What follows belongs to an exercise in optimizing a design on an open flow for a short achievable clock period, few clock cycles and low power; a production flow would make more cautious choices.
At most, simulation tests tie the RTL to the original design; equivalence was not proved.
No functional check of the RTL was part of run 2.
Power figures rest on the tool's default switching activity, not on a simulated workload.

==> flow/design.v (outline; a module is shown in full before it is edited, if it fits) <==
// module mac_lane_sum: 1967 lines
// module mac_vector_engine: 855 lines
module mac_vector_engine (
  input logic clk,
  input logic reset_n,
  input logic start,
  input logic clear,
  input logic [9:0] vec_len,
  input logic signed [47:0] bias,
  input logic in_valid,
  input logic [35:0] in_a,
  input logic [35:0] in_b,
  input logic out_ready,
  output logic busy,
  output logic in_ready,
  output logic out_valid,
  output logic signed [17:0] out_data,
  output logic signed [47:0] out_acc,
  output logic acc_overflow
);
  // ...
==> flow/run.sh <==
#!/bin/bash
# synth_recipe.tcl (not shown) runs the flow's synth.tcl, then flattens the netlist and writes it again
# the make line also repeats each setting of config.mk as NAME=value (left out here)
make -C /OpenROAD-flow-scripts/flow DESIGN_CONFIG=/design/flow/config.mk WORK_HOME=/design/flow/orfs CLKGATE_MAP_FILE= SYNTH_SCRIPT=/design/flow/synth_recipe.tcl finish
==> flow/config.mk <==
export PLATFORM = sky130hd
export DESIGN_NAME = mac_vector_engine
export DESIGN_NICKNAME = mac_vector_engine
export VERILOG_FILES = /design/flow/design.v
export SDC_FILE = /design/flow/constraint.sdc
export NUM_CORES = 4
export LEC_CHECK = 0
export ABC_CLOCK_PERIOD_IN_PS = 2900
export CAP_MARGIN = 20
export CORE_MARGIN = 2
export CORE_UTILIZATION = 60
export CTS_BUF_LIST = sky130_fd_sc_hd__clkbuf_8 sky130_fd_sc_hd__clkbuf_16
export CTS_CLUSTER_DIAMETER = 70
export CTS_CLUSTER_SIZE = 40
export SETUP_SLACK_MARGIN = 4.2
export SLEW_MARGIN = 20
==> flow/constraint.sdc <==
create_clock -name core_clock -period 7.0 [get_ports {clk}]
set_input_delay 1.4000 -clock core_clock [delete_from_list [all_inputs] [get_ports {clk}]]
set_output_delay 1.4000 -clock core_clock [all_outputs]
set_load 0.01 [all_outputs]
==> impl_metrics.py, run 1 <==
metrics = {
    "status": {
        "status": "complete, no violations",
    },
    "yosys": {
        "synth_warnings": 4,
        "synth.area.mux_share_pct": 1.50,
        "syn-num-nets": 3521,
        "synth_top_cells_by_count": "384 x dfxtp_1, 310 x a22oi_1, 304 x fa_1",
        "synth-seq-cells": 513,
        "synth_cells": 2981,
    },
    "clock_tree": {
        "postCtsResizedCells": 230,
        "clkSlewWorstSetupHoldPaths_ns": 0.10,
        "postCtsHoldBufs": 0,
    },
    "critical_path": {
        "crit_buf_inv": 2,
        "crit_top_cell": "fa_1",
        "path_cells": "buf_4 > a22oi_1 > xnor2_1 > fa_1 > fa_1 > inv_1 > fa_1 > nor2b_1",
        "path_depth": 8,
        "ff2ff_path_depth": 8,
    },
    "grt": {
        "grt_use_met3_pct": 5.41,
        "use_met1_pct": 39.2,
        "grt_max_degree": 135,
        "grt_pass1_vias": 21700,
    },
    "routing": {
        "drtAntennaViolNets": 0,
        "drtIter0Drc": 1828,
    },
    "pwr": {
        "power_density_nw_per_um2": 295,
        "clkPwrFrac_pct": 20.4,
        "powerComb_w": 0.00427,
        "p_seq_share_pct": 38.9,
        "pg_seq_w": 0.00407,
        "power_switching_w": 0.00395,
    },
    "floorplan": {
        "die_h_um": 234,
        "die_x_um": 234,
        "start_util_pct": 60.5,
    },
    "finish": {
        "stdcell_count": 3738,
        "nNonClkBuffers": 254,
        "multi_input_area_um2": 18400,
        "largest_cell_class": "multi-input combinational cells",
        "seq_cells": 513,
        "clock_area_share_pct": 3.31,
    },
    "placement": {
        "placed_area_um2": 33800,
        "hpwl_um": 54400,
    },
    "sta": {
        "setup_ws_ns": 4.20,
        "setup_tns_ns": 0,
        "layout_min_cycle_time_ns": 2.80,
    },
    "worst_hold_path": {
        "whs_endpoint": "sd2_q[0][4]",
    },
    "flow_run": {
        "max_cap_viol_count": 0,
    },
}
Testbench counts, summed over its fixed seeds: cycles 12,350.
==> module mac_vector_engine, before the edit <==
module mac_vector_engine (
  input logic clk,
  input logic reset_n,
  input logic start,
  input logic clear,
  input logic [9:0] vec_len,
  input logic signed [47:0] bias,
  input logic in_valid,
  input logic [35:0] in_a,
  input logic [35:0] in_b,
  input logic out_ready,
  output logic busy,
  output logic in_ready,
  output logic out_valid,
  output logic signed [17:0] out_data,
  output logic signed [47:0] out_acc,
  output logic acc_overflow
);
  localparam int NST = 2;    
  localparam int HOLD = 3;  
  logic busy_q, ir_q, pv_q, inf_q, ov_q;
  logic [9:0] plen_q, rem_q;
  logic [$clog2(HOLD+1)-1:0] hc_q;
  logic [47:0] bias_q;
  logic res_done;
  wire cur = rem_q != '0;
  wire pl0 = plen_q == 10'd0, pl1 = plen_q == 10'd1, pl2 = plen_q == 10'd2;
  wire r1 = rem_q == 10'd1, r2 = rem_q == 10'd2;
  wire pseudo = !cur && pv_q && pl0 && !inf_q;   
  wire [9:0] rem_m1 = (cur ? rem_q : plen_q) - 10'd1;
  wire blast_t = cur ? r1 : pl1;                 
  wire hc_hi = hc_q > 1;
  wire take = in_valid && ir_q;
  wire pop = ov_q && out_ready;
  wire accept = start && !busy_q;               
  wire vl0 = vec_len == 10'd0, vl1 = vec_len == 10'd1;
  wire infn = inf_q && !pop;
  wire consume = (take && !cur) || pseudo;      
  wire bfirst = consume;
  wire blast = pseudo || (take && blast_t);
  wire nl_t = cur ? (r1 ? (pv_q ? pl1 : (accept && vl1)) : r2) : (!pl1 && pl2);
  wire inf_t = blast_t || infn;
  wire nl_n = cur ? r1 : (pv_q ? pl1 : (accept && vl1));
  wire inf_n = pseudo || infn;
  always_ff @(posedge clk or negedge reset_n) begin
    if (!reset_n) begin
      busy_q <= 1'b0;
      ir_q <= 1'b0;
      pv_q <= 1'b0;
      inf_q <= 1'b0;
      ov_q <= 1'b0;
      rem_q <= '0;
      hc_q <= '0;
    end else begin
      busy_q <= !clear && (accept || pv_q || hc_hi);
      ir_q <= !clear && !(take ? (nl_t && inf_t) : (nl_n && inf_n));
      pv_q <= !clear && (accept || (pv_q && !consume));
      inf_q <= !clear && (blast || infn);
      ov_q <= !clear && (res_done || (ov_q && !pop));
      rem_q <= clear ? '0 : take ? rem_m1 : rem_q;
      hc_q <= clear ? '0 : consume ? HOLD[$clog2(HOLD+1)-1:0] : hc_q - {{($clog2(HOLD+1)-1){1'b0}}, hc_q != '0};
    end
  end
  always_ff @(posedge clk) begin
    if (!busy_q) begin
      plen_q <= vec_len;
      bias_q <= bias;
    end
  end
  logic [35:0] a_q;
  logic [17:0] one_q, two_q, neg_q;
  logic rb_q;
  always_ff @(posedge clk) begin
    a_q <= in_valid ? in_a : '0;
    rb_q <= take;
    for (int l = 0; l < 2; l++)
      for (int i = 0; i < 9; i++) begin
        one_q[l*9+i] <= in_valid && (in_b[l*18+2*i] ^ (i == 0 ? 1'b0 : in_b[l*18+2*i-1]));
        two_q[l*9+i] <= in_valid && (i == 0 ? (in_b[l*18+1] & ~in_b[l*18])
                               : ((in_b[l*18+2*i+1] & ~in_b[l*18+2*i] & ~in_b[l*18+2*i-1]) |
                                  (~in_b[l*18+2*i+1] & in_b[l*18+2*i] & in_b[l*18+2*i-1])));
        neg_q[l*9+i] <= in_valid && in_b[l*18+2*i+1];
      end
  end
  logic [NST:0] fp_q, lp_q;
  always_ff @(posedge clk or negedge reset_n) begin
    if (!reset_n) lp_q <= '0;
    else if (clear) lp_q <= '0;
    else lp_q <= {lp_q[NST-1:0], blast};
  end
  always_ff @(posedge clk) fp_q <= {fp_q[NST-1:0], bfirst};
  wire fa_q = fp_q[NST], la_q = lp_q[NST];
  logic [2-1:0] fk_q, lk_q;
  always_ff @(posedge clk or negedge reset_n) begin
    if (!reset_n) lk_q <= '0;
    else if (clear) lk_q <= '0;
    else lk_q <= {lk_q, la_q};
  end
  always_ff @(posedge clk) fk_q <= {fk_q, fa_q};
  wire [47:0] s_t, c_t;
  mac_lane_sum u_sum (.clk(clk), .v_i(rb_q), .a_i(a_q), .one_i(one_q), .two_i(two_q), .neg_i(neg_q), .s_o(s_t), .c_o(c_t));
  logic [47:0] res_q;
  logic ovf_q, rovf_q;
  logic [15:0] acc0_q;
  wire [15:0] x0 = acc0_q;
  wire [15:0] s0 = s_t[15:0];
  wire [15:0] c0 = c_t[15:0];
  wire ldn0 = fp_q[NST-1], st0 = la_q;
  wire [15:0] p0 = x0 ^ s0 ^ c0;
  wire [15:0] g0 = (x0 & s0) | (x0 & c0) | (s0 & c0);
  wire [15:0] k0_p0 = p0 ^ {g0[14:0], 1'b0};
  wire [15:0] k0_g0 = p0 & {g0[14:0], 1'b0};
  wire [15:0] k0_G0 = {k0_g0[15:1], k0_g0[0] | (k0_p0[0] & 1'b0)};
  wire [15:0] k0_P0 = k0_p0;
  wire [15:0] k0_G1, k0_P1;
  assign k0_G1[0] = k0_G0[0];
  assign k0_P1[0] = k0_P0[0];
  assign k0_G1[1] = k0_G0[1] | (k0_P0[1] & k0_G0[0]);
  assign k0_P1[1] = k0_P0[1] & k0_P0[0];
  assign k0_G1[2] = k0_G0[2] | (k0_P0[2] & k0_G0[1]);
  assign k0_P1[2] = k0_P0[2] & k0_P0[1];
  assign k0_G1[3] = k0_G0[3] | (k0_P0[3] & k0_G0[2]);
  assign k0_P1[3] = k0_P0[3] & k0_P0[2];
  assign k0_G1[4] = k0_G0[4] | (k0_P0[4] & k0_G0[3]);
  assign k0_P1[4] = k0_P0[4] & k0_P0[3];
  assign k0_G1[5] = k0_G0[5] | (k0_P0[5] & k0_G0[4]);
  assign k0_P1[5] = k0_P0[5] & k0_P0[4];
  assign k0_G1[6] = k0_G0[6] | (k0_P0[6] & k0_G0[5]);
  assign k0_P1[6] = k0_P0[6] & k0_P0[5];
  assign k0_G1[7] = k0_G0[7] | (k0_P0[7] & k0_G0[6]);
  assign k0_P1[7] = k0_P0[7] & k0_P0[6];
  assign k0_G1[8] = k0_G0[8] | (k0_P0[8] & k0_G0[7]);
  assign k0_P1[8] = k0_P0[8] & k0_P0[7];
  assign k0_G1[9] = k0_G0[9] | (k0_P0[9] & k0_G0[8]);
  assign k0_P1[9] = k0_P0[9] & k0_P0[8];
  assign k0_G1[10] = k0_G0[10] | (k0_P0[10] & k0_G0[9]);
  assign k0_P1[10] = k0_P0[10] & k0_P0[9];
  assign k0_G1[11] = k0_G0[11] | (k0_P0[11] & k0_G0[10]);
  assign k0_P1[11] = k0_P0[11] & k0_P0[10];
  assign k0_G1[12] = k0_G0[12] | (k0_P0[12] & k0_G0[11]);
  assign k0_P1[12] = k0_P0[12] & k0_P0[11];
  assign k0_G1[13] = k0_G0[13] | (k0_P0[13] & k0_G0[12]);
  assign k0_P1[13] = k0_P0[13] & k0_P0[12];
  assign k0_G1[14] = k0_G0[14] | (k0_P0[14] & k0_G0[13]);
  assign k0_P1[14] = k0_P0[14] & k0_P0[13];
  assign k0_G1[15] = k0_G0[15] | (k0_P0[15] & k0_G0[14]);
  assign k0_P1[15] = k0_P0[15] & k0_P0[14];
  wire [15:0] k0_G2, k0_P2;
  assign k0_G2[0] = k0_G1[0];
  assign k0_P2[0] = k0_P1[0];
  assign k0_G2[1] = k0_G1[1];
  assign k0_P2[1] = k0_P1[1];
  assign k0_G2[2] = k0_G1[2] | (k0_P1[2] & k0_G1[0]);
  assign k0_P2[2] = k0_P1[2] & k0_P1[0];
  assign k0_G2[3] = k0_G1[3] | (k0_P1[3] & k0_G1[1]);
  assign k0_P2[3] = k0_P1[3] & k0_P1[1];
  assign k0_G2[4] = k0_G1[4] | (k0_P1[4] & k0_G1[2]);
  assign k0_P2[4] = k0_P1[4] & k0_P1[2];
  assign k0_G2[5] = k0_G1[5] | (k0_P1[5] & k0_G1[3]);
  assign k0_P2[5] = k0_P1[5] & k0_P1[3];
  assign k0_G2[6] = k0_G1[6] | (k0_P1[6] & k0_G1[4]);
  assign k0_P2[6] = k0_P1[6] & k0_P1[4];
  assign k0_G2[7] = k0_G1[7] | (k0_P1[7] & k0_G1[5]);
  assign k0_P2[7] = k0_P1[7] & k0_P1[5];
  assign k0_G2[8] = k0_G1[8] | (k0_P1[8] & k0_G1[6]);
  assign k0_P2[8] = k0_P1[8] & k0_P1[6];
  assign k0_G2[9] = k0_G1[9] | (k0_P1[9] & k0_G1[7]);
  assign k0_P2[9] = k0_P1[9] & k0_P1[7];
  assign k0_G2[10] = k0_G1[10] | (k0_P1[10] & k0_G1[8]);
  assign k0_P2[10] = k0_P1[10] & k0_P1[8];
  assign k0_G2[11] = k0_G1[11] | (k0_P1[11] & k0_G1[9]);
  assign k0_P2[11] = k0_P1[11] & k0_P1[9];
  assign k0_G2[12] = k0_G1[12] | (k0_P1[12] & k0_G1[10]);
  assign k0_P2[12] = k0_P1[12] & k0_P1[10];
  assign k0_G2[13] = k0_G1[13] | (k0_P1[13] & k0_G1[11]);
  assign k0_P2[13] = k0_P1[13] & k0_P1[11];
  assign k0_G2[14] = k0_G1[14] | (k0_P1[14] & k0_G1[12]);
  assign k0_P2[14] = k0_P1[14] & k0_P1[12];
  assign k0_G2[15] = k0_G1[15] | (k0_P1[15] & k0_G1[13]);
  assign k0_P2[15] = k0_P1[15] & k0_P1[13];
  wire [15:0] k0_G3, k0_P3;
  assign k0_G3[0] = k0_G2[0];
  assign k0_P3[0] = k0_P2[0];
  assign k0_G3[1] = k0_G2[1];
  assign k0_P3[1] = k0_P2[1];
  assign k0_G3[2] = k0_G2[2];
  assign k0_P3[2] = k0_P2[2];
  assign k0_G3[3] = k0_G2[3];
  assign k0_P3[3] = k0_P2[3];
  assign k0_G3[4] = k0_G2[4] | (k0_P2[4] & k0_G2[0]);
  assign k0_P3[4] = k0_P2[4] & k0_P2[0];
  assign k0_G3[5] = k0_G2[5] | (k0_P2[5] & k0_G2[1]);
  assign k0_P3[5] = k0_P2[5] & k0_P2[1];
  assign k0_G3[6] = k0_G2[6] | (k0_P2[6] & k0_G2[2]);
  assign k0_P3[6] = k0_P2[6] & k0_P2[2];
  assign k0_G3[7] = k0_G2[7] | (k0_P2[7] & k0_G2[3]);
  assign k0_P3[7] = k0_P2[7] & k0_P2[3];
  assign k0_G3[8] = k0_G2[8] | (k0_P2[8] & k0_G2[4]);
  assign k0_P3[8] = k0_P2[8] & k0_P2[4];
  assign k0_G3[9] = k0_G2[9] | (k0_P2[9] & k0_G2[5]);
  assign k0_P3[9] = k0_P2[9] & k0_P2[5];
  assign k0_G3[10] = k0_G2[10] | (k0_P2[10] & k0_G2[6]);
  assign k0_P3[10] = k0_P2[10] & k0_P2[6];
  assign k0_G3[11] = k0_G2[11] | (k0_P2[11] & k0_G2[7]);
  assign k0_P3[11] = k0_P2[11] & k0_P2[7];
  assign k0_G3[12] = k0_G2[12] | (k0_P2[12] & k0_G2[8]);
  assign k0_P3[12] = k0_P2[12] & k0_P2[8];
  assign k0_G3[13] = k0_G2[13] | (k0_P2[13] & k0_G2[9]);
  assign k0_P3[13] = k0_P2[13] & k0_P2[9];
  assign k0_G3[14] = k0_G2[14] | (k0_P2[14] & k0_G2[10]);
  assign k0_P3[14] = k0_P2[14] & k0_P2[10];
  assign k0_G3[15] = k0_G2[15] | (k0_P2[15] & k0_G2[11]);
  assign k0_P3[15] = k0_P2[15] & k0_P2[11];
  wire [15:0] k0_G4, k0_P4;
  assign k0_G4[0] = k0_G3[0];
  assign k0_P4[0] = k0_P3[0];
  assign k0_G4[1] = k0_G3[1];
  assign k0_P4[1] = k0_P3[1];
  assign k0_G4[2] = k0_G3[2];
  assign k0_P4[2] = k0_P3[2];
  assign k0_G4[3] = k0_G3[3];
  assign k0_P4[3] = k0_P3[3];
  assign k0_G4[4] = k0_G3[4];
  assign k0_P4[4] = k0_P3[4];
  assign k0_G4[5] = k0_G3[5];
  assign k0_P4[5] = k0_P3[5];
  assign k0_G4[6] = k0_G3[6];
  assign k0_P4[6] = k0_P3[6];
  assign k0_G4[7] = k0_G3[7];
  assign k0_P4[7] = k0_P3[7];
  assign k0_G4[8] = k0_G3[8] | (k0_P3[8] & k0_G3[0]);
  assign k0_P4[8] = k0_P3[8] & k0_P3[0];
  assign k0_G4[9] = k0_G3[9] | (k0_P3[9] & k0_G3[1]);
  assign k0_P4[9] = k0_P3[9] & k0_P3[1];
  assign k0_G4[10] = k0_G3[10] | (k0_P3[10] & k0_G3[2]);
  assign k0_P4[10] = k0_P3[10] & k0_P3[2];
  assign k0_G4[11] = k0_G3[11] | (k0_P3[11] & k0_G3[3]);
  assign k0_P4[11] = k0_P3[11] & k0_P3[3];
  assign k0_G4[12] = k0_G3[12] | (k0_P3[12] & k0_G3[4]);
  assign k0_P4[12] = k0_P3[12] & k0_P3[4];
  assign k0_G4[13] = k0_G3[13] | (k0_P3[13] & k0_G3[5]);
  assign k0_P4[13] = k0_P3[13] & k0_P3[5];
  assign k0_G4[14] = k0_G3[14] | (k0_P3[14] & k0_G3[6]);
  assign k0_P4[14] = k0_P3[14] & k0_P3[6];
  assign k0_G4[15] = k0_G3[15] | (k0_P3[15] & k0_G3[7]);
  assign k0_P4[15] = k0_P3[15] & k0_P3[7];
  wire [16:0] k0_y = {k0_G4[15], k0_p0 ^ {k0_G4[14:0], 1'b0}};
  wire cg1 = g0[15];   
  wire [16:0] y0 = k0_y;
  logic ca1_q;
  always_ff @(posedge clk) ca1_q <= y0[16];
  always_ff @(posedge clk) begin
    acc0_q <= ldn0 ? bias_q[15:0] : y0[15:0];
    if (st0) res_q[15:0] <= y0[15:0];
  end
  logic [15:0] acc1_q;
  wire [15:0] x1 = acc1_q;
  wire [15:0] ps1 = s_t[31:16];
  wire [15:0] pc1 = c_t[31:16];
  wire [15:0] q1_p0 = ps1 ^ pc1;
  wire [15:0] q1_g0 = ps1 & pc1;
  wire [15:0] q1_G0 = {q1_g0[15:1], q1_g0[0] | (q1_p0[0] & cg1)};
  wire [15:0] q1_P0 = q1_p0;
  wire [15:0] q1_G1, q1_P1;
  assign q1_G1[0] = q1_G0[0];
  assign q1_P1[0] = q1_P0[0];
  assign q1_G1[1] = q1_G0[1] | (q1_P0[1] & q1_G0[0]);
  assign q1_P1[1] = q1_P0[1] & q1_P0[0];
  assign q1_G1[2] = q1_G0[2] | (q1_P0[2] & q1_G0[1]);
  assign q1_P1[2] = q1_P0[2] & q1_P0[1];
  assign q1_G1[3] = q1_G0[3] | (q1_P0[3] & q1_G0[2]);
  assign q1_P1[3] = q1_P0[3] & q1_P0[2];
  assign q1_G1[4] = q1_G0[4] | (q1_P0[4] & q1_G0[3]);
  assign q1_P1[4] = q1_P0[4] & q1_P0[3];
  assign q1_G1[5] = q1_G0[5] | (q1_P0[5] & q1_G0[4]);
  assign q1_P1[5] = q1_P0[5] & q1_P0[4];
  assign q1_G1[6] = q1_G0[6] | (q1_P0[6] & q1_G0[5]);
  assign q1_P1[6] = q1_P0[6] & q1_P0[5];
  assign q1_G1[7] = q1_G0[7] | (q1_P0[7] & q1_G0[6]);
  assign q1_P1[7] = q1_P0[7] & q1_P0[6];
  assign q1_G1[8] = q1_G0[8] | (q1_P0[8] & q1_G0[7]);
  assign q1_P1[8] = q1_P0[8] & q1_P0[7];
  assign q1_G1[9] = q1_G0[9] | (q1_P0[9] & q1_G0[8]);
  assign q1_P1[9] = q1_P0[9] & q1_P0[8];
  assign q1_G1[10] = q1_G0[10] | (q1_P0[10] & q1_G0[9]);
  assign q1_P1[10] = q1_P0[10] & q1_P0[9];
  assign q1_G1[11] = q1_G0[11] | (q1_P0[11] & q1_G0[10]);
  assign q1_P1[11] = q1_P0[11] & q1_P0[10];
  assign q1_G1[12] = q1_G0[12] | (q1_P0[12] & q1_G0[11]);
  assign q1_P1[12] = q1_P0[12] & q1_P0[11];
  assign q1_G1[13] = q1_G0[13] | (q1_P0[13] & q1_G0[12]);
  assign q1_P1[13] = q1_P0[13] & q1_P0[12];
  assign q1_G1[14] = q1_G0[14] | (q1_P0[14] & q1_G0[13]);
  assign q1_P1[14] = q1_P0[14] & q1_P0[13];
  assign q1_G1[15] = q1_G0[15] | (q1_P0[15] & q1_G0[14]);
  assign q1_P1[15] = q1_P0[15] & q1_P0[14];
  wire [15:0] q1_G2, q1_P2;
  assign q1_G2[0] = q1_G1[0];
  assign q1_P2[0] = q1_P1[0];
  assign q1_G2[1] = q1_G1[1];
  assign q1_P2[1] = q1_P1[1];
  assign q1_G2[2] = q1_G1[2] | (q1_P1[2] & q1_G1[0]);
  assign q1_P2[2] = q1_P1[2] & q1_P1[0];
  assign q1_G2[3] = q1_G1[3] | (q1_P1[3] & q1_G1[1]);
  assign q1_P2[3] = q1_P1[3] & q1_P1[1];
  assign q1_G2[4] = q1_G1[4] | (q1_P1[4] & q1_G1[2]);
  assign q1_P2[4] = q1_P1[4] & q1_P1[2];
  assign q1_G2[5] = q1_G1[5] | (q1_P1[5] & q1_G1[3]);
  assign q1_P2[5] = q1_P1[5] & q1_P1[3];
  assign q1_G2[6] = q1_G1[6] | (q1_P1[6] & q1_G1[4]);
  assign q1_P2[6] = q1_P1[6] & q1_P1[4];
  assign q1_G2[7] = q1_G1[7] | (q1_P1[7] & q1_G1[5]);
  assign q1_P2[7] = q1_P1[7] & q1_P1[5];
  assign q1_G2[8] = q1_G1[8] | (q1_P1[8] & q1_G1[6]);
  assign q1_P2[8] = q1_P1[8] & q1_P1[6];
  assign q1_G2[9] = q1_G1[9] | (q1_P1[9] & q1_G1[7]);
  assign q1_P2[9] = q1_P1[9] & q1_P1[7];
  assign q1_G2[10] = q1_G1[10] | (q1_P1[10] & q1_G1[8]);
  assign q1_P2[10] = q1_P1[10] & q1_P1[8];
  assign q1_G2[11] = q1_G1[11] | (q1_P1[11] & q1_G1[9]);
  assign q1_P2[11] = q1_P1[11] & q1_P1[9];
  assign q1_G2[12] = q1_G1[12] | (q1_P1[12] & q1_G1[10]);
  assign q1_P2[12] = q1_P1[12] & q1_P1[10];
  assign q1_G2[13] = q1_G1[13] | (q1_P1[13] & q1_G1[11]);
  assign q1_P2[13] = q1_P1[13] & q1_P1[11];
  assign q1_G2[14] = q1_G1[14] | (q1_P1[14] & q1_G1[12]);
  assign q1_P2[14] = q1_P1[14] & q1_P1[12];
  assign q1_G2[15] = q1_G1[15] | (q1_P1[15] & q1_G1[13]);
  assign q1_P2[15] = q1_P1[15] & q1_P1[13];
  wire [15:0] q1_G3, q1_P3;
  assign q1_G3[0] = q1_G2[0];
  assign q1_P3[0] = q1_P2[0];
  assign q1_G3[1] = q1_G2[1];
  assign q1_P3[1] = q1_P2[1];
  assign q1_G3[2] = q1_G2[2];
  assign q1_P3[2] = q1_P2[2];
  assign q1_G3[3] = q1_G2[3];
  assign q1_P3[3] = q1_P2[3];
  assign q1_G3[4] = q1_G2[4] | (q1_P2[4] & q1_G2[0]);
  assign q1_P3[4] = q1_P2[4] & q1_P2[0];
  assign q1_G3[5] = q1_G2[5] | (q1_P2[5] & q1_G2[1]);
  assign q1_P3[5] = q1_P2[5] & q1_P2[1];
  assign q1_G3[6] = q1_G2[6] | (q1_P2[6] & q1_G2[2]);
  assign q1_P3[6] = q1_P2[6] & q1_P2[2];
  assign q1_G3[7] = q1_G2[7] | (q1_P2[7] & q1_G2[3]);
  assign q1_P3[7] = q1_P2[7] & q1_P2[3];
  assign q1_G3[8] = q1_G2[8] | (q1_P2[8] & q1_G2[4]);
  assign q1_P3[8] = q1_P2[8] & q1_P2[4];
  assign q1_G3[9] = q1_G2[9] | (q1_P2[9] & q1_G2[5]);
  assign q1_P3[9] = q1_P2[9] & q1_P2[5];
  assign q1_G3[10] = q1_G2[10] | (q1_P2[10] & q1_G2[6]);
  assign q1_P3[10] = q1_P2[10] & q1_P2[6];
  assign q1_G3[11] = q1_G2[11] | (q1_P2[11] & q1_G2[7]);
  assign q1_P3[11] = q1_P2[11] & q1_P2[7];
  assign q1_G3[12] = q1_G2[12] | (q1_P2[12] & q1_G2[8]);
  assign q1_P3[12] = q1_P2[12] & q1_P2[8];
  assign q1_G3[13] = q1_G2[13] | (q1_P2[13] & q1_G2[9]);
  assign q1_P3[13] = q1_P2[13] & q1_P2[9];
  assign q1_G3[14] = q1_G2[14] | (q1_P2[14] & q1_G2[10]);
  assign q1_P3[14] = q1_P2[14] & q1_P2[10];
  assign q1_G3[15] = q1_G2[15] | (q1_P2[15] & q1_G2[11]);
  assign q1_P3[15] = q1_P2[15] & q1_P2[11];
  wire [15:0] q1_G4, q1_P4;
  assign q1_G4[0] = q1_G3[0];
  assign q1_P4[0] = q1_P3[0];
  assign q1_G4[1] = q1_G3[1];
  assign q1_P4[1] = q1_P3[1];
  assign q1_G4[2] = q1_G3[2];
  assign q1_P4[2] = q1_P3[2];
  assign q1_G4[3] = q1_G3[3];
  assign q1_P4[3] = q1_P3[3];
  assign q1_G4[4] = q1_G3[4];
  assign q1_P4[4] = q1_P3[4];
  assign q1_G4[5] = q1_G3[5];
  assign q1_P4[5] = q1_P3[5];
  assign q1_G4[6] = q1_G3[6];
  assign q1_P4[6] = q1_P3[6];
  assign q1_G4[7] = q1_G3[7];
  assign q1_P4[7] = q1_P3[7];
  assign q1_G4[8] = q1_G3[8] | (q1_P3[8] & q1_G3[0]);
  assign q1_P4[8] = q1_P3[8] & q1_P3[0];
  assign q1_G4[9] = q1_G3[9] | (q1_P3[9] & q1_G3[1]);
  assign q1_P4[9] = q1_P3[9] & q1_P3[1];
  assign q1_G4[10] = q1_G3[10] | (q1_P3[10] & q1_G3[2]);
  assign q1_P4[10] = q1_P3[10] & q1_P3[2];
  assign q1_G4[11] = q1_G3[11] | (q1_P3[11] & q1_G3[3]);
  assign q1_P4[11] = q1_P3[11] & q1_P3[3];
  assign q1_G4[12] = q1_G3[12] | (q1_P3[12] & q1_G3[4]);
  assign q1_P4[12] = q1_P3[12] & q1_P3[4];
  assign q1_G4[13] = q1_G3[13] | (q1_P3[13] & q1_G3[5]);
  assign q1_P4[13] = q1_P3[13] & q1_P3[5];
  assign q1_G4[14] = q1_G3[14] | (q1_P3[14] & q1_G3[6]);
  assign q1_P4[14] = q1_P3[14] & q1_P3[6];
  assign q1_G4[15] = q1_G3[15] | (q1_P3[15] & q1_G3[7]);
  assign q1_P4[15] = q1_P3[15] & q1_P3[7];
  wire [16:0] q1_y = {q1_G4[15], q1_p0 ^ {q1_G4[14:0], cg1}};
  logic [15:0] pa1_q;
  logic pco2_q;
  always_ff @(posedge clk) begin
    pa1_q <= q1_y[15:0];
    pco2_q <= q1_y[16];
  end
  wire ldn1 = fa_q, st1 = lk_q[0];
  wire [15:0] k1_p0 = x1 ^ pa1_q;
  wire [15:0] k1_g0 = x1 & pa1_q;
  wire [15:0] k1_G0 = {k1_g0[15:1], k1_g0[0] | (k1_p0[0] & ca1_q)};
  wire [15:0] k1_P0 = k1_p0;
  wire [15:0] k1_G1, k1_P1;
  assign k1_G1[0] = k1_G0[0];
  assign k1_P1[0] = k1_P0[0];
  assign k1_G1[1] = k1_G0[1] | (k1_P0[1] & k1_G0[0]);
  assign k1_P1[1] = k1_P0[1] & k1_P0[0];
  assign k1_G1[2] = k1_G0[2] | (k1_P0[2] & k1_G0[1]);
  assign k1_P1[2] = k1_P0[2] & k1_P0[1];
  assign k1_G1[3] = k1_G0[3] | (k1_P0[3] & k1_G0[2]);
  assign k1_P1[3] = k1_P0[3] & k1_P0[2];
  assign k1_G1[4] = k1_G0[4] | (k1_P0[4] & k1_G0[3]);
  assign k1_P1[4] = k1_P0[4] & k1_P0[3];
  assign k1_G1[5] = k1_G0[5] | (k1_P0[5] & k1_G0[4]);
  assign k1_P1[5] = k1_P0[5] & k1_P0[4];
  assign k1_G1[6] = k1_G0[6] | (k1_P0[6] & k1_G0[5]);
  assign k1_P1[6] = k1_P0[6] & k1_P0[5];
  assign k1_G1[7] = k1_G0[7] | (k1_P0[7] & k1_G0[6]);
  assign k1_P1[7] = k1_P0[7] & k1_P0[6];
  assign k1_G1[8] = k1_G0[8] | (k1_P0[8] & k1_G0[7]);
  assign k1_P1[8] = k1_P0[8] & k1_P0[7];
  assign k1_G1[9] = k1_G0[9] | (k1_P0[9] & k1_G0[8]);
  assign k1_P1[9] = k1_P0[9] & k1_P0[8];
  assign k1_G1[10] = k1_G0[10] | (k1_P0[10] & k1_G0[9]);
  assign k1_P1[10] = k1_P0[10] & k1_P0[9];
  assign k1_G1[11] = k1_G0[11] | (k1_P0[11] & k1_G0[10]);
  assign k1_P1[11] = k1_P0[11] & k1_P0[10];
  assign k1_G1[12] = k1_G0[12] | (k1_P0[12] & k1_G0[11]);
  assign k1_P1[12] = k1_P0[12] & k1_P0[11];
  assign k1_G1[13] = k1_G0[13] | (k1_P0[13] & k1_G0[12]);
  assign k1_P1[13] = k1_P0[13] & k1_P0[12];
  assign k1_G1[14] = k1_G0[14] | (k1_P0[14] & k1_G0[13]);
  assign k1_P1[14] = k1_P0[14] & k1_P0[13];
  assign k1_G1[15] = k1_G0[15] | (k1_P0[15] & k1_G0[14]);
  assign k1_P1[15] = k1_P0[15] & k1_P0[14];
  wire [15:0] k1_G2, k1_P2;
  assign k1_G2[0] = k1_G1[0];
  assign k1_P2[0] = k1_P1[0];
  assign k1_G2[1] = k1_G1[1];
  assign k1_P2[1] = k1_P1[1];
  assign k1_G2[2] = k1_G1[2] | (k1_P1[2] & k1_G1[0]);
  assign k1_P2[2] = k1_P1[2] & k1_P1[0];
  assign k1_G2[3] = k1_G1[3] | (k1_P1[3] & k1_G1[1]);
  assign k1_P2[3] = k1_P1[3] & k1_P1[1];
  assign k1_G2[4] = k1_G1[4] | (k1_P1[4] & k1_G1[2]);
  assign k1_P2[4] = k1_P1[4] & k1_P1[2];
  assign k1_G2[5] = k1_G1[5] | (k1_P1[5] & k1_G1[3]);
  assign k1_P2[5] = k1_P1[5] & k1_P1[3];
  assign k1_G2[6] = k1_G1[6] | (k1_P1[6] & k1_G1[4]);
  assign k1_P2[6] = k1_P1[6] & k1_P1[4];
  assign k1_G2[7] = k1_G1[7] | (k1_P1[7] & k1_G1[5]);
  assign k1_P2[7] = k1_P1[7] & k1_P1[5];
  assign k1_G2[8] = k1_G1[8] | (k1_P1[8] & k1_G1[6]);
  assign k1_P2[8] = k1_P1[8] & k1_P1[6];
  assign k1_G2[9] = k1_G1[9] | (k1_P1[9] & k1_G1[7]);
  assign k1_P2[9] = k1_P1[9] & k1_P1[7];
  assign k1_G2[10] = k1_G1[10] | (k1_P1[10] & k1_G1[8]);
  assign k1_P2[10] = k1_P1[10] & k1_P1[8];
  assign k1_G2[11] = k1_G1[11] | (k1_P1[11] & k1_G1[9]);
  assign k1_P2[11] = k1_P1[11] & k1_P1[9];
  assign k1_G2[12] = k1_G1[12] | (k1_P1[12] & k1_G1[10]);
  assign k1_P2[12] = k1_P1[12] & k1_P1[10];
  assign k1_G2[13] = k1_G1[13] | (k1_P1[13] & k1_G1[11]);
  assign k1_P2[13] = k1_P1[13] & k1_P1[11];
  assign k1_G2[14] = k1_G1[14] | (k1_P1[14] & k1_G1[12]);
  assign k1_P2[14] = k1_P1[14] & k1_P1[12];
  assign k1_G2[15] = k1_G1[15] | (k1_P1[15] & k1_G1[13]);
  assign k1_P2[15] = k1_P1[15] & k1_P1[13];
  wire [15:0] k1_G3, k1_P3;
  assign k1_G3[0] = k1_G2[0];
  assign k1_P3[0] = k1_P2[0];
  assign k1_G3[1] = k1_G2[1];
  assign k1_P3[1] = k1_P2[1];
  assign k1_G3[2] = k1_G2[2];
  assign k1_P3[2] = k1_P2[2];
  assign k1_G3[3] = k1_G2[3];
  assign k1_P3[3] = k1_P2[3];
  assign k1_G3[4] = k1_G2[4] | (k1_P2[4] & k1_G2[0]);
  assign k1_P3[4] = k1_P2[4] & k1_P2[0];
  assign k1_G3[5] = k1_G2[5] | (k1_P2[5] & k1_G2[1]);
  assign k1_P3[5] = k1_P2[5] & k1_P2[1];
  assign k1_G3[6] = k1_G2[6] | (k1_P2[6] & k1_G2[2]);
  assign k1_P3[6] = k1_P2[6] & k1_P2[2];
  assign k1_G3[7] = k1_G2[7] | (k1_P2[7] & k1_G2[3]);
  assign k1_P3[7] = k1_P2[7] & k1_P2[3];
  assign k1_G3[8] = k1_G2[8] | (k1_P2[8] & k1_G2[4]);
  assign k1_P3[8] = k1_P2[8] & k1_P2[4];
  assign k1_G3[9] = k1_G2[9] | (k1_P2[9] & k1_G2[5]);
  assign k1_P3[9] = k1_P2[9] & k1_P2[5];
  assign k1_G3[10] = k1_G2[10] | (k1_P2[10] & k1_G2[6]);
  assign k1_P3[10] = k1_P2[10] & k1_P2[6];
  assign k1_G3[11] = k1_G2[11] | (k1_P2[11] & k1_G2[7]);
  assign k1_P3[11] = k1_P2[11] & k1_P2[7];
  assign k1_G3[12] = k1_G2[12] | (k1_P2[12] & k1_G2[8]);
  assign k1_P3[12] = k1_P2[12] & k1_P2[8];
  assign k1_G3[13] = k1_G2[13] | (k1_P2[13] & k1_G2[9]);
  assign k1_P3[13] = k1_P2[13] & k1_P2[9];
  assign k1_G3[14] = k1_G2[14] | (k1_P2[14] & k1_G2[10]);
  assign k1_P3[14] = k1_P2[14] & k1_P2[10];
  assign k1_G3[15] = k1_G2[15] | (k1_P2[15] & k1_G2[11]);
  assign k1_P3[15] = k1_P2[15] & k1_P2[11];
  wire [15:0] k1_G4, k1_P4;
  assign k1_G4[0] = k1_G3[0];
  assign k1_P4[0] = k1_P3[0];
  assign k1_G4[1] = k1_G3[1];
  assign k1_P4[1] = k1_P3[1];
  assign k1_G4[2] = k1_G3[2];
  assign k1_P4[2] = k1_P3[2];
  assign k1_G4[3] = k1_G3[3];
  assign k1_P4[3] = k1_P3[3];
  assign k1_G4[4] = k1_G3[4];
  assign k1_P4[4] = k1_P3[4];
  assign k1_G4[5] = k1_G3[5];
  assign k1_P4[5] = k1_P3[5];
  assign k1_G4[6] = k1_G3[6];
  assign k1_P4[6] = k1_P3[6];
  assign k1_G4[7] = k1_G3[7];
  assign k1_P4[7] = k1_P3[7];
  assign k1_G4[8] = k1_G3[8] | (k1_P3[8] & k1_G3[0]);
  assign k1_P4[8] = k1_P3[8] & k1_P3[0];
  assign k1_G4[9] = k1_G3[9] | (k1_P3[9] & k1_G3[1]);
  assign k1_P4[9] = k1_P3[9] & k1_P3[1];
  assign k1_G4[10] = k1_G3[10] | (k1_P3[10] & k1_G3[2]);
  assign k1_P4[10] = k1_P3[10] & k1_P3[2];
  assign k1_G4[11] = k1_G3[11] | (k1_P3[11] & k1_G3[3]);
  assign k1_P4[11] = k1_P3[11] & k1_P3[3];
  assign k1_G4[12] = k1_G3[12] | (k1_P3[12] & k1_G3[4]);
  assign k1_P4[12] = k1_P3[12] & k1_P3[4];
  assign k1_G4[13] = k1_G3[13] | (k1_P3[13] & k1_G3[5]);
  assign k1_P4[13] = k1_P3[13] & k1_P3[5];
  assign k1_G4[14] = k1_G3[14] | (k1_P3[14] & k1_G3[6]);
  assign k1_P4[14] = k1_P3[14] & k1_P3[6];
  assign k1_G4[15] = k1_G3[15] | (k1_P3[15] & k1_G3[7]);
  assign k1_P4[15] = k1_P3[15] & k1_P3[7];
  wire [16:0] k1_y = {k1_G4[15], k1_p0 ^ {k1_G4[14:0], ca1_q}};
  wire [16:0] y1 = k1_y;
  logic ca2_q;
  always_ff @(posedge clk) ca2_q <= y1[16];
  always_ff @(posedge clk) begin
    acc1_q <= ldn1 ? bias_q[31:16] : y1[15:0];
    if (st1) res_q[31:16] <= y1[15:0];
  end
  logic [15:0] acc2_q;
  wire [15:0] x2 = acc2_q;
  logic [15:0] sd2_q [1];
  logic [15:0] cd2_q [1];
  always_ff @(posedge clk) begin
    sd2_q[0] <= s_t[47:32];
    cd2_q[0] <= c_t[47:32];
  end
  wire [15:0] ps2 = sd2_q[0];
  wire [15:0] pc2 = cd2_q[0];
  wire [15:0] q2_p0 = ps2 ^ pc2;
  wire [15:0] q2_g0 = ps2 & pc2;
  wire [15:0] q2_G0 = {q2_g0[15:1], q2_g0[0] | (q2_p0[0] & pco2_q)};
  wire [15:0] q2_P0 = q2_p0;
  wire [15:0] q2_G1, q2_P1;
  assign q2_G1[0] = q2_G0[0];
  assign q2_P1[0] = q2_P0[0];
  assign q2_G1[1] = q2_G0[1] | (q2_P0[1] & q2_G0[0]);
  assign q2_P1[1] = q2_P0[1] & q2_P0[0];
  assign q2_G1[2] = q2_G0[2] | (q2_P0[2] & q2_G0[1]);
  assign q2_P1[2] = q2_P0[2] & q2_P0[1];
  assign q2_G1[3] = q2_G0[3] | (q2_P0[3] & q2_G0[2]);
  assign q2_P1[3] = q2_P0[3] & q2_P0[2];
  assign q2_G1[4] = q2_G0[4] | (q2_P0[4] & q2_G0[3]);
  assign q2_P1[4] = q2_P0[4] & q2_P0[3];
  assign q2_G1[5] = q2_G0[5] | (q2_P0[5] & q2_G0[4]);
  assign q2_P1[5] = q2_P0[5] & q2_P0[4];
  assign q2_G1[6] = q2_G0[6] | (q2_P0[6] & q2_G0[5]);
  assign q2_P1[6] = q2_P0[6] & q2_P0[5];
  assign q2_G1[7] = q2_G0[7] | (q2_P0[7] & q2_G0[6]);
  assign q2_P1[7] = q2_P0[7] & q2_P0[6];
  assign q2_G1[8] = q2_G0[8] | (q2_P0[8] & q2_G0[7]);
  assign q2_P1[8] = q2_P0[8] & q2_P0[7];
  assign q2_G1[9] = q2_G0[9] | (q2_P0[9] & q2_G0[8]);
  assign q2_P1[9] = q2_P0[9] & q2_P0[8];
  assign q2_G1[10] = q2_G0[10] | (q2_P0[10] & q2_G0[9]);
  assign q2_P1[10] = q2_P0[10] & q2_P0[9];
  assign q2_G1[11] = q2_G0[11] | (q2_P0[11] & q2_G0[10]);
  assign q2_P1[11] = q2_P0[11] & q2_P0[10];
  assign q2_G1[12] = q2_G0[12] | (q2_P0[12] & q2_G0[11]);
  assign q2_P1[12] = q2_P0[12] & q2_P0[11];
  assign q2_G1[13] = q2_G0[13] | (q2_P0[13] & q2_G0[12]);
  assign q2_P1[13] = q2_P0[13] & q2_P0[12];
  assign q2_G1[14] = q2_G0[14] | (q2_P0[14] & q2_G0[13]);
  assign q2_P1[14] = q2_P0[14] & q2_P0[13];
  assign q2_G1[15] = q2_G0[15] | (q2_P0[15] & q2_G0[14]);
  assign q2_P1[15] = q2_P0[15] & q2_P0[14];
  wire [15:0] q2_G2, q2_P2;
  assign q2_G2[0] = q2_G1[0];
  assign q2_P2[0] = q2_P1[0];
  assign q2_G2[1] = q2_G1[1];
  assign q2_P2[1] = q2_P1[1];
  assign q2_G2[2] = q2_G1[2] | (q2_P1[2] & q2_G1[0]);
  assign q2_P2[2] = q2_P1[2] & q2_P1[0];
  assign q2_G2[3] = q2_G1[3] | (q2_P1[3] & q2_G1[1]);
  assign q2_P2[3] = q2_P1[3] & q2_P1[1];
  assign q2_G2[4] = q2_G1[4] | (q2_P1[4] & q2_G1[2]);
  assign q2_P2[4] = q2_P1[4] & q2_P1[2];
  assign q2_G2[5] = q2_G1[5] | (q2_P1[5] & q2_G1[3]);
  assign q2_P2[5] = q2_P1[5] & q2_P1[3];
  assign q2_G2[6] = q2_G1[6] | (q2_P1[6] & q2_G1[4]);
  assign q2_P2[6] = q2_P1[6] & q2_P1[4];
  assign q2_G2[7] = q2_G1[7] | (q2_P1[7] & q2_G1[5]);
  assign q2_P2[7] = q2_P1[7] & q2_P1[5];
  assign q2_G2[8] = q2_G1[8] | (q2_P1[8] & q2_G1[6]);
  assign q2_P2[8] = q2_P1[8] & q2_P1[6];
  assign q2_G2[9] = q2_G1[9] | (q2_P1[9] & q2_G1[7]);
  assign q2_P2[9] = q2_P1[9] & q2_P1[7];
  assign q2_G2[10] = q2_G1[10] | (q2_P1[10] & q2_G1[8]);
  assign q2_P2[10] = q2_P1[10] & q2_P1[8];
  assign q2_G2[11] = q2_G1[11] | (q2_P1[11] & q2_G1[9]);
  assign q2_P2[11] = q2_P1[11] & q2_P1[9];
  assign q2_G2[12] = q2_G1[12] | (q2_P1[12] & q2_G1[10]);
  assign q2_P2[12] = q2_P1[12] & q2_P1[10];
  assign q2_G2[13] = q2_G1[13] | (q2_P1[13] & q2_G1[11]);
  assign q2_P2[13] = q2_P1[13] & q2_P1[11];
  assign q2_G2[14] = q2_G1[14] | (q2_P1[14] & q2_G1[12]);
  assign q2_P2[14] = q2_P1[14] & q2_P1[12];
  assign q2_G2[15] = q2_G1[15] | (q2_P1[15] & q2_G1[13]);
  assign q2_P2[15] = q2_P1[15] & q2_P1[13];
  wire [15:0] q2_G3, q2_P3;
  assign q2_G3[0] = q2_G2[0];
  assign q2_P3[0] = q2_P2[0];
  assign q2_G3[1] = q2_G2[1];
  assign q2_P3[1] = q2_P2[1];
  assign q2_G3[2] = q2_G2[2];
  assign q2_P3[2] = q2_P2[2];
  assign q2_G3[3] = q2_G2[3];
  assign q2_P3[3] = q2_P2[3];
  assign q2_G3[4] = q2_G2[4] | (q2_P2[4] & q2_G2[0]);
  assign q2_P3[4] = q2_P2[4] & q2_P2[0];
  assign q2_G3[5] = q2_G2[5] | (q2_P2[5] & q2_G2[1]);
  assign q2_P3[5] = q2_P2[5] & q2_P2[1];
  assign q2_G3[6] = q2_G2[6] | (q2_P2[6] & q2_G2[2]);
  assign q2_P3[6] = q2_P2[6] & q2_P2[2];
  assign q2_G3[7] = q2_G2[7] | (q2_P2[7] & q2_G2[3]);
  assign q2_P3[7] = q2_P2[7] & q2_P2[3];
  assign q2_G3[8] = q2_G2[8] | (q2_P2[8] & q2_G2[4]);
  assign q2_P3[8] = q2_P2[8] & q2_P2[4];
  assign q2_G3[9] = q2_G2[9] | (q2_P2[9] & q2_G2[5]);
  assign q2_P3[9] = q2_P2[9] & q2_P2[5];
  assign q2_G3[10] = q2_G2[10] | (q2_P2[10] & q2_G2[6]);
  assign q2_P3[10] = q2_P2[10] & q2_P2[6];
  assign q2_G3[11] = q2_G2[11] | (q2_P2[11] & q2_G2[7]);
  assign q2_P3[11] = q2_P2[11] & q2_P2[7];
  assign q2_G3[12] = q2_G2[12] | (q2_P2[12] & q2_G2[8]);
  assign q2_P3[12] = q2_P2[12] & q2_P2[8];
  assign q2_G3[13] = q2_G2[13] | (q2_P2[13] & q2_G2[9]);
  assign q2_P3[13] = q2_P2[13] & q2_P2[9];
  assign q2_G3[14] = q2_G2[14] | (q2_P2[14] & q2_G2[10]);
  assign q2_P3[14] = q2_P2[14] & q2_P2[10];
  assign q2_G3[15] = q2_G2[15] | (q2_P2[15] & q2_G2[11]);
  assign q2_P3[15] = q2_P2[15] & q2_P2[11];
  wire [15:0] q2_G4, q2_P4;
  assign q2_G4[0] = q2_G3[0];
  assign q2_P4[0] = q2_P3[0];
  assign q2_G4[1] = q2_G3[1];
  assign q2_P4[1] = q2_P3[1];
  assign q2_G4[2] = q2_G3[2];
  assign q2_P4[2] = q2_P3[2];
  assign q2_G4[3] = q2_G3[3];
  assign q2_P4[3] = q2_P3[3];
  assign q2_G4[4] = q2_G3[4];
  assign q2_P4[4] = q2_P3[4];
  assign q2_G4[5] = q2_G3[5];
  assign q2_P4[5] = q2_P3[5];
  assign q2_G4[6] = q2_G3[6];
  assign q2_P4[6] = q2_P3[6];
  assign q2_G4[7] = q2_G3[7];
  assign q2_P4[7] = q2_P3[7];
  assign q2_G4[8] = q2_G3[8] | (q2_P3[8] & q2_G3[0]);
  assign q2_P4[8] = q2_P3[8] & q2_P3[0];
  assign q2_G4[9] = q2_G3[9] | (q2_P3[9] & q2_G3[1]);
  assign q2_P4[9] = q2_P3[9] & q2_P3[1];
  assign q2_G4[10] = q2_G3[10] | (q2_P3[10] & q2_G3[2]);
  assign q2_P4[10] = q2_P3[10] & q2_P3[2];
  assign q2_G4[11] = q2_G3[11] | (q2_P3[11] & q2_G3[3]);
  assign q2_P4[11] = q2_P3[11] & q2_P3[3];
  assign q2_G4[12] = q2_G3[12] | (q2_P3[12] & q2_G3[4]);
  assign q2_P4[12] = q2_P3[12] & q2_P3[4];
  assign q2_G4[13] = q2_G3[13] | (q2_P3[13] & q2_G3[5]);
  assign q2_P4[13] = q2_P3[13] & q2_P3[5];
  assign q2_G4[14] = q2_G3[14] | (q2_P3[14] & q2_G3[6]);
  assign q2_P4[14] = q2_P3[14] & q2_P3[6];
  assign q2_G4[15] = q2_G3[15] | (q2_P3[15] & q2_G3[7]);
  assign q2_P4[15] = q2_P3[15] & q2_P3[7];
  wire [16:0] q2_y = {q2_G4[15], q2_p0 ^ {q2_G4[14:0], pco2_q}};
  logic [15:0] pa2_q;
  always_ff @(posedge clk) begin
    pa2_q <= q2_y[15:0];
  end
  wire ldn2 = fk_q[0], st2 = lk_q[1];
  wire [15:0] k2_p0 = x2 ^ pa2_q;
  wire [15:0] k2_g0 = x2 & pa2_q;
  wire [15:0] k2_G0 = {k2_g0[15:1], k2_g0[0] | (k2_p0[0] & ca2_q)};
  wire [15:0] k2_P0 = k2_p0;
  wire [15:0] k2_G1, k2_P1;
  assign k2_G1[0] = k2_G0[0];
  assign k2_P1[0] = k2_P0[0];
  assign k2_G1[1] = k2_G0[1] | (k2_P0[1] & k2_G0[0]);
  assign k2_P1[1] = k2_P0[1] & k2_P0[0];
  assign k2_G1[2] = k2_G0[2] | (k2_P0[2] & k2_G0[1]);
  assign k2_P1[2] = k2_P0[2] & k2_P0[1];
  assign k2_G1[3] = k2_G0[3] | (k2_P0[3] & k2_G0[2]);
  assign k2_P1[3] = k2_P0[3] & k2_P0[2];
  assign k2_G1[4] = k2_G0[4] | (k2_P0[4] & k2_G0[3]);
  assign k2_P1[4] = k2_P0[4] & k2_P0[3];
  assign k2_G1[5] = k2_G0[5] | (k2_P0[5] & k2_G0[4]);
  assign k2_P1[5] = k2_P0[5] & k2_P0[4];
  assign k2_G1[6] = k2_G0[6] | (k2_P0[6] & k2_G0[5]);
  assign k2_P1[6] = k2_P0[6] & k2_P0[5];
  assign k2_G1[7] = k2_G0[7] | (k2_P0[7] & k2_G0[6]);
  assign k2_P1[7] = k2_P0[7] & k2_P0[6];
  assign k2_G1[8] = k2_G0[8] | (k2_P0[8] & k2_G0[7]);
  assign k2_P1[8] = k2_P0[8] & k2_P0[7];
  assign k2_G1[9] = k2_G0[9] | (k2_P0[9] & k2_G0[8]);
  assign k2_P1[9] = k2_P0[9] & k2_P0[8];
  assign k2_G1[10] = k2_G0[10] | (k2_P0[10] & k2_G0[9]);
  assign k2_P1[10] = k2_P0[10] & k2_P0[9];
  assign k2_G1[11] = k2_G0[11] | (k2_P0[11] & k2_G0[10]);
  assign k2_P1[11] = k2_P0[11] & k2_P0[10];
  assign k2_G1[12] = k2_G0[12] | (k2_P0[12] & k2_G0[11]);
  assign k2_P1[12] = k2_P0[12] & k2_P0[11];
  assign k2_G1[13] = k2_G0[13] | (k2_P0[13] & k2_G0[12]);
  assign k2_P1[13] = k2_P0[13] & k2_P0[12];
  assign k2_G1[14] = k2_G0[14] | (k2_P0[14] & k2_G0[13]);
  assign k2_P1[14] = k2_P0[14] & k2_P0[13];
  assign k2_G1[15] = k2_G0[15] | (k2_P0[15] & k2_G0[14]);
  assign k2_P1[15] = k2_P0[15] & k2_P0[14];
  wire [15:0] k2_G2, k2_P2;
  assign k2_G2[0] = k2_G1[0];
  assign k2_P2[0] = k2_P1[0];
  assign k2_G2[1] = k2_G1[1];
  assign k2_P2[1] = k2_P1[1];
  assign k2_G2[2] = k2_G1[2] | (k2_P1[2] & k2_G1[0]);
  assign k2_P2[2] = k2_P1[2] & k2_P1[0];
  assign k2_G2[3] = k2_G1[3] | (k2_P1[3] & k2_G1[1]);
  assign k2_P2[3] = k2_P1[3] & k2_P1[1];
  assign k2_G2[4] = k2_G1[4] | (k2_P1[4] & k2_G1[2]);
  assign k2_P2[4] = k2_P1[4] & k2_P1[2];
  assign k2_G2[5] = k2_G1[5] | (k2_P1[5] & k2_G1[3]);
  assign k2_P2[5] = k2_P1[5] & k2_P1[3];
  assign k2_G2[6] = k2_G1[6] | (k2_P1[6] & k2_G1[4]);
  assign k2_P2[6] = k2_P1[6] & k2_P1[4];
  assign k2_G2[7] = k2_G1[7] | (k2_P1[7] & k2_G1[5]);
  assign k2_P2[7] = k2_P1[7] & k2_P1[5];
  assign k2_G2[8] = k2_G1[8] | (k2_P1[8] & k2_G1[6]);
  assign k2_P2[8] = k2_P1[8] & k2_P1[6];
  assign k2_G2[9] = k2_G1[9] | (k2_P1[9] & k2_G1[7]);
  assign k2_P2[9] = k2_P1[9] & k2_P1[7];
  assign k2_G2[10] = k2_G1[10] | (k2_P1[10] & k2_G1[8]);
  assign k2_P2[10] = k2_P1[10] & k2_P1[8];
  assign k2_G2[11] = k2_G1[11] | (k2_P1[11] & k2_G1[9]);
  assign k2_P2[11] = k2_P1[11] & k2_P1[9];
  assign k2_G2[12] = k2_G1[12] | (k2_P1[12] & k2_G1[10]);
  assign k2_P2[12] = k2_P1[12] & k2_P1[10];
  assign k2_G2[13] = k2_G1[13] | (k2_P1[13] & k2_G1[11]);
  assign k2_P2[13] = k2_P1[13] & k2_P1[11];
  assign k2_G2[14] = k2_G1[14] | (k2_P1[14] & k2_G1[12]);
  assign k2_P2[14] = k2_P1[14] & k2_P1[12];
  assign k2_G2[15] = k2_G1[15] | (k2_P1[15] & k2_G1[13]);
  assign k2_P2[15] = k2_P1[15] & k2_P1[13];
  wire [15:0] k2_G3, k2_P3;
  assign k2_G3[0] = k2_G2[0];
  assign k2_P3[0] = k2_P2[0];
  assign k2_G3[1] = k2_G2[1];
  assign k2_P3[1] = k2_P2[1];
  assign k2_G3[2] = k2_G2[2];
  assign k2_P3[2] = k2_P2[2];
  assign k2_G3[3] = k2_G2[3];
  assign k2_P3[3] = k2_P2[3];
  assign k2_G3[4] = k2_G2[4] | (k2_P2[4] & k2_G2[0]);
  assign k2_P3[4] = k2_P2[4] & k2_P2[0];
  assign k2_G3[5] = k2_G2[5] | (k2_P2[5] & k2_G2[1]);
  assign k2_P3[5] = k2_P2[5] & k2_P2[1];
  assign k2_G3[6] = k2_G2[6] | (k2_P2[6] & k2_G2[2]);
  assign k2_P3[6] = k2_P2[6] & k2_P2[2];
  assign k2_G3[7] = k2_G2[7] | (k2_P2[7] & k2_G2[3]);
  assign k2_P3[7] = k2_P2[7] & k2_P2[3];
  assign k2_G3[8] = k2_G2[8] | (k2_P2[8] & k2_G2[4]);
  assign k2_P3[8] = k2_P2[8] & k2_P2[4];
  assign k2_G3[9] = k2_G2[9] | (k2_P2[9] & k2_G2[5]);
  assign k2_P3[9] = k2_P2[9] & k2_P2[5];
  assign k2_G3[10] = k2_G2[10] | (k2_P2[10] & k2_G2[6]);
  assign k2_P3[10] = k2_P2[10] & k2_P2[6];
  assign k2_G3[11] = k2_G2[11] | (k2_P2[11] & k2_G2[7]);
  assign k2_P3[11] = k2_P2[11] & k2_P2[7];
  assign k2_G3[12] = k2_G2[12] | (k2_P2[12] & k2_G2[8]);
  assign k2_P3[12] = k2_P2[12] & k2_P2[8];
  assign k2_G3[13] = k2_G2[13] | (k2_P2[13] & k2_G2[9]);
  assign k2_P3[13] = k2_P2[13] & k2_P2[9];
  assign k2_G3[14] = k2_G2[14] | (k2_P2[14] & k2_G2[10]);
  assign k2_P3[14] = k2_P2[14] & k2_P2[10];
  assign k2_G3[15] = k2_G2[15] | (k2_P2[15] & k2_G2[11]);
  assign k2_P3[15] = k2_P2[15] & k2_P2[11];
  wire [15:0] k2_G4, k2_P4;
  assign k2_G4[0] = k2_G3[0];
  assign k2_P4[0] = k2_P3[0];
  assign k2_G4[1] = k2_G3[1];
  assign k2_P4[1] = k2_P3[1];
  assign k2_G4[2] = k2_G3[2];
  assign k2_P4[2] = k2_P3[2];
  assign k2_G4[3] = k2_G3[3];
  assign k2_P4[3] = k2_P3[3];
  assign k2_G4[4] = k2_G3[4];
  assign k2_P4[4] = k2_P3[4];
  assign k2_G4[5] = k2_G3[5];
  assign k2_P4[5] = k2_P3[5];
  assign k2_G4[6] = k2_G3[6];
  assign k2_P4[6] = k2_P3[6];
  assign k2_G4[7] = k2_G3[7];
  assign k2_P4[7] = k2_P3[7];
  assign k2_G4[8] = k2_G3[8] | (k2_P3[8] & k2_G3[0]);
  assign k2_P4[8] = k2_P3[8] & k2_P3[0];
  assign k2_G4[9] = k2_G3[9] | (k2_P3[9] & k2_G3[1]);
  assign k2_P4[9] = k2_P3[9] & k2_P3[1];
  assign k2_G4[10] = k2_G3[10] | (k2_P3[10] & k2_G3[2]);
  assign k2_P4[10] = k2_P3[10] & k2_P3[2];
  assign k2_G4[11] = k2_G3[11] | (k2_P3[11] & k2_G3[3]);
  assign k2_P4[11] = k2_P3[11] & k2_P3[3];
  assign k2_G4[12] = k2_G3[12] | (k2_P3[12] & k2_G3[4]);
  assign k2_P4[12] = k2_P3[12] & k2_P3[4];
  assign k2_G4[13] = k2_G3[13] | (k2_P3[13] & k2_G3[5]);
  assign k2_P4[13] = k2_P3[13] & k2_P3[5];
  assign k2_G4[14] = k2_G3[14] | (k2_P3[14] & k2_G3[6]);
  assign k2_P4[14] = k2_P3[14] & k2_P3[6];
  assign k2_G4[15] = k2_G3[15] | (k2_P3[15] & k2_G3[7]);
  assign k2_P4[15] = k2_P3[15] & k2_P3[7];
  wire [16:0] k2_y = {k2_G4[15], k2_p0 ^ {k2_G4[14:0], ca2_q}};
  wire [16:0] y2 = k2_y;
  always_ff @(posedge clk) begin
    acc2_q <= ldn2 ? bias_q[47:32] : y2[15:0];
    if (st2) res_q[47:32] <= y2[15:0];
  end
  wire ovf_step = (x2[15] ^ y2[15]) & (x2[15] ^ x2[14]);
  wire ovf_new = ovf_q | ovf_step;
  always_ff @(posedge clk) begin
    ovf_q <= !ldn2 && ovf_new;
    if (st2) rovf_q <= ovf_new;
  end
  assign res_done = st2;
  assign busy = busy_q;
  assign in_ready = ir_q;
  assign out_valid = ov_q;
  assign out_acc = res_q;
  assign out_data = res_q[25:8];
  assign acc_overflow = rovf_q;
endmodule
==> run 2: changes to the inputs <==
--- a/flow/design.v
+++ b/flow/design.v
@@ -1993,12 +1993,12 @@
 );
   localparam int NST = 2;    
   localparam int HOLD = 3;  
-  logic busy_q, ir_q, pv_q, inf_q, ov_q;
+  logic busy_q, ir_q, pv_q, inf_q, ov_q, nf_q;
   logic [9:0] plen_q, rem_q;
   logic [$clog2(HOLD+1)-1:0] hc_q;
   logic [47:0] bias_q;
   logic res_done;
-  wire cur = rem_q != '0;
+  wire cur = !nf_q;   
   wire pl0 = plen_q == 10'd0, pl1 = plen_q == 10'd1, pl2 = plen_q == 10'd2;
   wire r1 = rem_q == 10'd1, r2 = rem_q == 10'd2;
   wire pseudo = !cur && pv_q && pl0 && !inf_q;   
@@ -2026,6 +2026,7 @@
       ov_q <= 1'b0;
       rem_q <= '0;
       hc_q <= '0;
+      nf_q <= 1'b1;
     end else begin
       busy_q <= !clear && (accept || pv_q || hc_hi);
       ir_q <= !clear && !(take ? (nl_t && inf_t) : (nl_n && inf_n));
@@ -2033,6 +2034,7 @@
       inf_q <= !clear && (blast || infn);
       ov_q <= !clear && (res_done || (ov_q && !pop));
       rem_q <= clear ? '0 : take ? rem_m1 : rem_q;
+      nf_q <= clear || (take ? blast_t : nf_q);
       hc_q <= clear ? '0 : consume ? HOLD[$clog2(HOLD+1)-1:0] : hc_q - {{($clog2(HOLD+1)-1){1'b0}}, hc_q != '0};
     end
   end
--- a/flow/config.mk
+++ b/flow/config.mk
@@ -9,7 +9,7 @@
 export CAP_MARGIN = 20
 export CORE_MARGIN = 2
 export CORE_UTILIZATION = 60
-export CTS_BUF_LIST = sky130_fd_sc_hd__clkbuf_8 sky130_fd_sc_hd__clkbuf_16
+export CTS_BUF_LIST = sky130_fd_sc_hd__clkbuf_16
 export CTS_CLUSTER_DIAMETER = 70
 export CTS_CLUSTER_SIZE = 40
 export SETUP_SLACK_MARGIN = 4.2
==> run 2 against run 1 <==
Against the previous run: synthesized cell count grew 0.34%; largest cell class unchanged; worst hold slack lost 0.023 ns; total power shrank 2.7%; synthesized area grew 0.76%; via count grew 1.5%; flip-flop and latch count grew 1; cell area grew 1.4%; sequential share of layout area shrank 0.36 points; global-route usage grew 0.33 points; die area grew 0.75%.
==> impl_metrics.py, run 2 <==
metrics = {
    "status": {
        "status": "complete, no violations",
    },
    "floorplan": {
        "num_io_pins": 206,
        "die-area_um2": 55100,
        "coreArea_um2": 52600,
        "die_h_um": 235,
        "start_util_pct": 60.8,
        "num_rows": 84,
        "die_x_um": 235,
    },
    "critical_path": {
        "crit_buf_inv": 1,
        "crit_arrival_ns": 3.40,
        "startpoint_type": "flop",
        "critPathCaptureType": "flop",
        "worstPathMaxFanout": 7,
        "cp_slowest_stage_delay_ns": 0.59,
        "crit_top_cell": "fa_1",
        "cpMaxStageDelayCell": "fa_1",
        "cp.required_ns": 7.55,
        "critPathKind": "reg -> reg",
        "path_cells": "buf_4 > a22oi_2 > xor2_1 > fa_1 > fa_1 > fa_1 > nor2b_1",
        "cpLargestDelayFamily": "adder cells",
    },
    "sta": {
        "hold_slack_ns": 0.312,
        "setup_ws_ns": 4.15,
        "report.final.slew_viol_count": 0,
        "setup_viol": 0,
        "layout_min_cycle_time_ns": 2.85,
        "setup_tns_ns": 0,
        "finClkSkew_ns": 0.0304,
        "tightest_slew_ns": 1.08,
        "hold_viol_final": 0,
        "rsz0062_at_grt": "yes",
        "clock.fmax_mhz": 351,
        "max_slew_margin_pct": 27.8,
        "post-route-period-util_pct": 40.7,
    },
    "yosys": {
        "yosys.area_share.simple_pct": 9.43,
        "synth_xor_area_share_pct": 11.4,
        "synth_edf_count": 107,
        "synthAdderAreaFrac_pct": 23.0,
        "synth_compound_area_share_pct": 11.9,
        "yosysMostFrequentCell": "dfxtp_1",
        "synth_cell_type_count": 73,
        "async_reset_ff_share_pct": 4.47,
        "synth_top_family_by_area": "adder cells",
        "syn-num-nets": 3531,
        "synth.area.mux_share_pct": 2.09,
        "yosys_most_used_dff": "dfxtp_1",
        "yosys-top-cells-area": "dfxtp_1 24%, fa_1 19%, edfxtp_1 10%, a22oi_1 7.2%, xor2_1 6.8%",
        "yosysSeqAreaShare_pct": 35.9,
        "synth-seq-cells": 514,
        "synth_area_leader_cell": "dfxtp_1",
        "synth_cells": 2991,
        "postSynthAreaPerCell_um2": 10.7,
        "synth_top_area_share_pct": 24.1,
        "synth_area_um2": 31900,
        "synth_warnings": 4,
        "synth_top_cells_by_count": "384 x dfxtp_1, 308 x a22oi_1, 304 x fa_1",
    },
    "finish": {
        "most-common-layout-cells": "307 x dfxtp_1, 300 x a22oi_1, 299 x fa_1",
        "largest_reg_flops": 133,
        "num_antenna_cells": 0,
        "regMostFlops": "u_sum.t1_q",
        "area_growth_pct": 12.8,
        "final_net_count": 3590,
        "top_regs": "u_sum.t1_q: 133 flops, u_sum.t2_q: 65 flops",
        "final_layout_size_suffix_gt1_share_pct": 10.3,
        "final_common_cell": "dfxtp_1",
        "stdcell_count": 3763,
        "post-route-util_pct": 68.5,
    },
    "pwr": {
        "leakage_nw": 14.2,
        "vdd.ir_drop.worst_mv": 0.241,
        "power_density_nw_per_um2": 283,
    },
    "placement": {
        "gp_congestion": 0.901,
        "io_buffers": 205,
        "hpwl_um": 55900,
        "pre_cts_slack_ns": 3.57,
        "placed_cells": 3660,
    },
    "clock_tree": {
        "clockBufferDepth": 3,
        "postCtsHoldBufs": 0,
        "h-tree-depth": 1,
        "clkSlewWorstSetupHoldPaths_ns": 0.12,
        "clock-root-buffer": "clkbuf_16",
        "clk_latency_ns": 0.65,
        "cts_tree": "yes",
        "cts.sinks": 514,
        "cts_buffers": 31,
    },
    "routing": {
        "drtIter0Drc": 2023,
        "drt-pass1-iter-count": 6,
        "drcViolationCount": 0,
        "viasPerCell": 5.79,
        "drtAntennaViolNets": 0,
        "wl_um": 78800,
        "vias": 21800,
        "routedWlPerCell_um": 20.9,
    },
    "grt": {
        "grt_pass1_vias": 22300,
        "grt_pass1_wl_um": 124000,
        "antenna_found_initial": 1,
        "grt-ovfl-total": 0,
        "grt_max_degree": 135,
        "grt_use_total_pct": 28.2,
    },
    "worst_hold_path": {
        "hp-class": "reg -> reg",
    },
    "flow_run": {
        "max_cap_viol_count": 0,
    },
}
## run 2: worst paths after layout
check,startpoint,endpoint,slack (ns),depth (start not counted)
max in group asynchronous,reset_n,nf_q,5.55,2
min,fp_q[0],fp_q[1],0.31,0
max reg2reg,one_q[7],u_sum.t1_q[86],4.15,7
min in group asynchronous,reset_n,hc_q[1],1.11,2
max,one_q[7],u_sum.t1_q[86],4.15,7
min reg2reg,fp_q[0],fp_q[1],0.31,0
## run 2: timing repair
action                     4_1_cts  5_1_grt
pin swaps                        7       13
setup buffers                    4       41
gates resized for setup        241       78
setup endpoints to repair      178       90
## run 2: cell families (layout without fill, tap and decap cells)
family | Yosys count | in the layout
AOI/OAI and AO/OA | 544 | 544
xor gates and xnor gates | 414 | 414
adders and majority gates | 404 | 404
buffers and inverters | 511 | 595
DFF | 514 | 514
muxes | 61 | 61
and+or+nand+nor | 543 | 543
## run 2: report_power, final
part	internal (W)	total [W]	leakage, nW	switching [W]
clock	0.00103	0.00225	0.604	0.00122
sequential	0.00359	0.00399	4.54	0.000397
combinational	0.00180	0.00395	9.02	0.00215
total	0.00642	0.0102	14.2	0.00377
## run 2: cell type report
cell class                 count  area [um^2]
clock buffer                  32          801
multi-input combinational   1966        18600
tap                          688          861
timing repair buffer         271         2490
sequential                   514        11700
clock inverter                26          469
fill                        3993        16500
inverter                     266         1000
## run 2: stage by stage
step | total power [W] | area, um^2
3_3_place_gp | 0.00771 | 34000
2_1_floorplan | 0.00668 | 32000
3_5_place_dp | 0.00786 | 34000
6_report | 0.0102 | 36000
5_1_grt | 0.0109 | 36000
4_1_cts | 0.0102 | 35500
## run 2: layer usage
layer	track usage, %	part of all wire [%]	up-vias
met5	0	0	-
met4	7.33	3.1	0
met2	44.4	45	1037
met1	39.7	43	10600
met3	6.07	8.9	178
li1	-	-	9930
## run 2: worst register-to-register path: cells and delay by family (launching register included)
family	cells	cell delay [ns]
compound gates	1	0.10
xor+xnor	1	0.18
fa+ha+maj	3	1.74
buf+inv	1	0.23
flops	1	0.45
simple gates	1	0.05

==> static timing again, ports no longer ideal <==
No port has a modelled driver above. Below, the same layouts with a new extraction and two added sets of constraints.
Step 1: set_driving_cell puts a clkbuf_16 on clk and a buf_2 on each other input, an assumption about the parent block.
Step 2 also shifts input and output timing later by t, the mid clock arrival at the registers, as if the neighbouring blocks saw the same clock.
Three values: no drivers, after step 1, after step 2; two values: the first two.
run	t (ns)	setup WS [ns]	worst register clock-pin slew, ns
run 1	0.701	4.199 / 4.180 / 3.665	0.10 / 0.10
run 2	0.699	4.154 / 4.154 / 3.734	0.12 / 0.12
After both steps setup and hold are still met in every run listed. For run 1, which loses most, drivers alone change the setup slack by -0.019 ns; drivers and shift together by -0.534 ns.
